This is an optimization exercise on Yosys and OpenROAD, whose aim is small area, not a production implementation. In this exercise RTL edits were held to simulation tests only and were not proved equivalent to the original.

==> run a <==
==> flow/design.v (excerpt) <==
module terrain_gen #(
    parameter logic [7:0] MIN_H         = 8'd80,
    parameter logic [7:0] MAX_H         = 8'd115,
    parameter logic [2:0] GROUND_COLOUR = 3'b010
) (
    input  logic       CLOCK_50,
    input  logic       resetn,
    input  logic       start,
    input  logic [7:0] seed,
    input  logic       query_valid,
    input  logic [7:0] query_x,
    output logic [7:0] height,
    output logic       height_valid,
    output logic       ready,
    output logic       busy,
    output logic [7:0] vga_x,
    output logic [6:0] vga_y,
    output logic [2:0] vga_colour,
    output logic       vga_plot
);
==> flow/config.mk <==
export PLATFORM = sky130hd
export DESIGN_NAME = terrain_gen
export DESIGN_NICKNAME = terrain_gen
export VERILOG_FILES = /design/flow/design.v
export SDC_FILE = /design/flow/constraint.sdc
export NUM_CORES = 4
export LEC_CHECK = 0
export CAP_MARGIN = 20
export CORE_MARGIN = 2
export CORE_UTILIZATION = 40
export CTS_BUF_LIST = sky130_fd_sc_hd__clkbuf_4
export CTS_CLUSTER_SIZE = 10
export GPL_TIMING_DRIVEN = 0
export SLEW_MARGIN = 20
==> flow/constraint.sdc <==
create_clock -name core_clock -period 10.0 [get_ports {CLOCK_50}]
set_input_delay 2.0000 -clock core_clock [delete_from_list [all_inputs] [get_ports {CLOCK_50}]]
set_output_delay 2.0000 -clock core_clock [all_outputs]
set_load 0.01 [all_outputs]
standard.sh (not shown) runs the stock make flow with config.mk's settings and CLKGATE_MAP_FILE= SYNTH_SCRIPT=/design/flow/synth_recipe.tcl, a recipe that flattens the netlist after the stock synthesis.
==> flow/flow/run.sh <==
#!/bin/bash
# Layout flow: the standard flow (standard.sh), with these changes:
#  - synthesis maps the logic with an area-oriented ABC script (flow/abc.script: logic
#    restructuring, choice computation, area mapping) instead of ORFS's speed script;
#    everything else in synthesis is the standard script (synth_recipe.tcl steps: -nofsm
#    -noshare, flatten, rename), so the registers are the standard ones;
#  - synthesis leaves adders to ABC (no full/half-adder cell extraction) and inserts no
#    buffers on pass-through wires (port buffering below gives every port its own buffer);
#  - port buffers use the smallest buffer (buf_1); every port still gets its buffer;
set -euo pipefail
HERE=$(pwd)
export MY_WORK=$HERE/flow_work
export MY_ABC_SCRIPT=$HERE/flow/abc.script
mkdir -p "$MY_WORK"
sed "s#SYNTH_SCRIPT=[^ ]*#SYNTH_SCRIPT=$HERE/flow/synth.tcl#" standard.sh > my_standard.sh
grep -q "SYNTH_SCRIPT=$HERE/flow/synth.tcl" my_standard.sh
export BUFFER_PORTS_ARGS="-buffer_cell sky130_fd_sc_hd__buf_1"
export CTS_ARGS="-sink_clustering_enable -repair_clock_nets -sink_clustering_size 10 -buf_list sky130_fd_sc_hd__clkbuf_4 -dont_use_dummy_load"
bash my_standard.sh ADDER_MAP_FILE= SYNTH_INSBUF=0 synth > synth.log 2>&1
bash my_standard.sh finish > layout.log 2>&1
==> flow/flow/abc.script <==
strash
balance -l
resub -K 6 -l
rewrite -l
resub -K 6 -N 2 -l
refactor -l
resub -K 8 -l
balance -l
resub -K 8 -N 2 -l
rewrite -l
resub -K 10 -l
rewrite -z -l
resub -K 10 -N 2 -l
balance -l
resub -K 12 -l
refactor -z -l
resub -K 12 -N 2 -l
rewrite -z -l
balance -l
&get -n
&deepsyn -T 240
&put
balance -l
resub -K 6 -l
rewrite -l
resub -K 6 -N 2 -l
refactor -l
resub -K 8 -l
balance -l
resub -K 8 -N 2 -l
rewrite -l
resub -K 10 -l
rewrite -z -l
resub -K 10 -N 2 -l
balance -l
resub -K 12 -l
refactor -z -l
resub -K 12 -N 2 -l
rewrite -z -l
balance -l
dch -f
amap
Other scripts of this flow, unchanged in this note and not shown: flow/flow/synth.tcl
==> run b: changes against run a <==
--- a/flow/flow/run.sh
+++ b/flow/flow/run.sh
@@ -8,3 +8,3 @@
 #    buffers on pass-through wires (port buffering below gives every port its own buffer);
-#  - port buffers use the smallest buffer (buf_1); every port still gets its buffer;
+#  - port buffers use the smallest buffer (buf_1); every port still gets its buffer.
 set -euo pipefail
@@ -17,3 +17,2 @@
 export BUFFER_PORTS_ARGS="-buffer_cell sky130_fd_sc_hd__buf_1"
-export CTS_ARGS="-sink_clustering_enable -repair_clock_nets -sink_clustering_size 10 -buf_list sky130_fd_sc_hd__clkbuf_4 -dont_use_dummy_load"
 bash my_standard.sh ADDER_MAP_FILE= SYNTH_INSBUF=0 synth > synth.log 2>&1
--- a/flow/flow/abc.script
+++ b/flow/flow/abc.script
@@ -20,3 +20,3 @@
 &get -n
-&deepsyn -T 240
+&deepsyn -T 60
 &put
==> run c: changes against run a <==
--- a/flow/flow/run.sh
+++ b/flow/flow/run.sh
@@ -17,3 +17,3 @@
 export BUFFER_PORTS_ARGS="-buffer_cell sky130_fd_sc_hd__buf_1"
-export CTS_ARGS="-sink_clustering_enable -repair_clock_nets -sink_clustering_size 10 -buf_list sky130_fd_sc_hd__clkbuf_4 -dont_use_dummy_load"
+export CTS_ARGS="-sink_clustering_enable -repair_clock_nets -sink_clustering_size 12 -buf_list sky130_fd_sc_hd__clkbuf_4 -dont_use_dummy_load"
 bash my_standard.sh ADDER_MAP_FILE= SYNTH_INSBUF=0 synth > synth.log 2>&1
CTS_CLUSTER_SIZE = 12   (was 10)
==> run d: changes against run a <==
--- a/flow/flow/run.sh
+++ b/flow/flow/run.sh
@@ -8,3 +8,3 @@
 #    buffers on pass-through wires (port buffering below gives every port its own buffer);
-#  - port buffers use the smallest buffer (buf_1); every port still gets its buffer;
+#  - port buffers use the smallest buffer (buf_1); every port still gets its buffer.
 set -euo pipefail
@@ -17,3 +17,2 @@
 export BUFFER_PORTS_ARGS="-buffer_cell sky130_fd_sc_hd__buf_1"
-export CTS_ARGS="-sink_clustering_enable -repair_clock_nets -sink_clustering_size 10 -buf_list sky130_fd_sc_hd__clkbuf_4 -dont_use_dummy_load"
 bash my_standard.sh ADDER_MAP_FILE= SYNTH_INSBUF=0 synth > synth.log 2>&1
==> flow/flow/abc.script (replaced) <==
strash
balance -l
resub -K 6 -l
rewrite -l
resub -K 6 -N 2 -l
refactor -l
resub -K 8 -l
balance -l
resub -K 8 -N 2 -l
rewrite -l
resub -K 10 -l
rewrite -z -l
resub -K 10 -N 2 -l
balance -l
resub -K 12 -l
refactor -z -l
resub -K 12 -N 2 -l
rewrite -z -l
balance -l
dch -f
amap
==> summary of the runs <==
- In global-route usage, run c and run a do not differ.
- In run b the first-iteration DRC count is smaller than in run a, by about 50%.
- In sequential share of layout area, run a and run c do not differ.
- In run d the register-to-register slack is higher than in run a, by 0.35 ns.
- Run c finished with timing, DRC and antenna clean. Run a produced a clean layout. Run d ran to the end with no violations. Run b finished clean.
- In non-clock buffer count, run c and run a do not differ.
- Against run a, the setup slack of run d is higher by 0.35 ns.
- In fmax, run c and run a do not differ.
- Of run d and run c, run d has the higher clock-buffer cell count (gap 1).
==> figures <==
| quantity | run b | run d | run a | run c |
|---|---|---|---|---|
| Status | finished clean | finished clean | finished clean | finished clean |
| Via count of the first global-routing pass | 2678 | 2683 | 2427 | 2427 |
| Fraction of standard cell area in multi-input logic | 0.5648 | 0.5763 | 0.5556 | 0.5556 |
| Worst Tran Pin Value | 0.8890 ns | 0.9247 ns | 0.9226 ns | 0.9226 ns |
| Buffers plus inverters on the worst setup path | 6 | 4 | 6 | 6 |
| Wire length of the first global-routing pass | 12200 um | 12320 um | 11540 um | 11540 um |
| Layout Nets | 493 | 498 | 476 | 476 |
| Capture point of the worst reg-to-reg path | acc_q[4] | h_q[4] | acc_q[4] | acc_q[4] |
| Compound-gate portion of the synthesized area | 0.3100 | 0.3341 | 0.3266 | 0.3266 |
| Height of the die | 83.92 um | 84.61 um | 82.78 um | 82.78 um |
| Fraction of the cycle the final worst path needs | 0.8726 | 0.8606 | 0.8953 | 0.8953 |
| Post-route cell area | 2904 um2 | 2935 um2 | 2801 um2 | 2801 um2 |
| Setup Slack @ Placement | 1.030 ns | 1.009 ns | 1.199 ns | 1.199 ns |

## what the ideal ports hide
The results above use ideal ports. As a check the final layouts listed here were re-extracted and re-timed, cells and wires unchanged.
Step 1: set_driving_cell puts a clkbuf_16 on CLOCK_50 and a buf_2 on each other input, an assumption about the parent block.
Step 2, shift: input delay + t, output delay - t, t = (earliest + latest rising clock arrival at the registers) / 2. This alone moves slack from input paths to output paths.
Three values: ideal ports, drivers, drivers and shift; two values: the first two.
run	shift t [ns]	slack for setup (ns)	latest minus earliest clock arrival (ns)
run a	0.349	1.047 / 1.047 / 1.047	0.023 / 0.023
run b	0.350	1.274 / 1.274 / 1.274	0.012 / 0.012
run c	0.349	1.047 / 1.047 / 1.047	0.023 / 0.023
run d	0.351	1.394 / 1.394 / 1.330	0.011 / 0.011
After both steps setup and hold are still met in every run listed. The setup slack of run d, which loses most, moves by 0.000 ns with the drivers and by -0.064 ns with both steps.
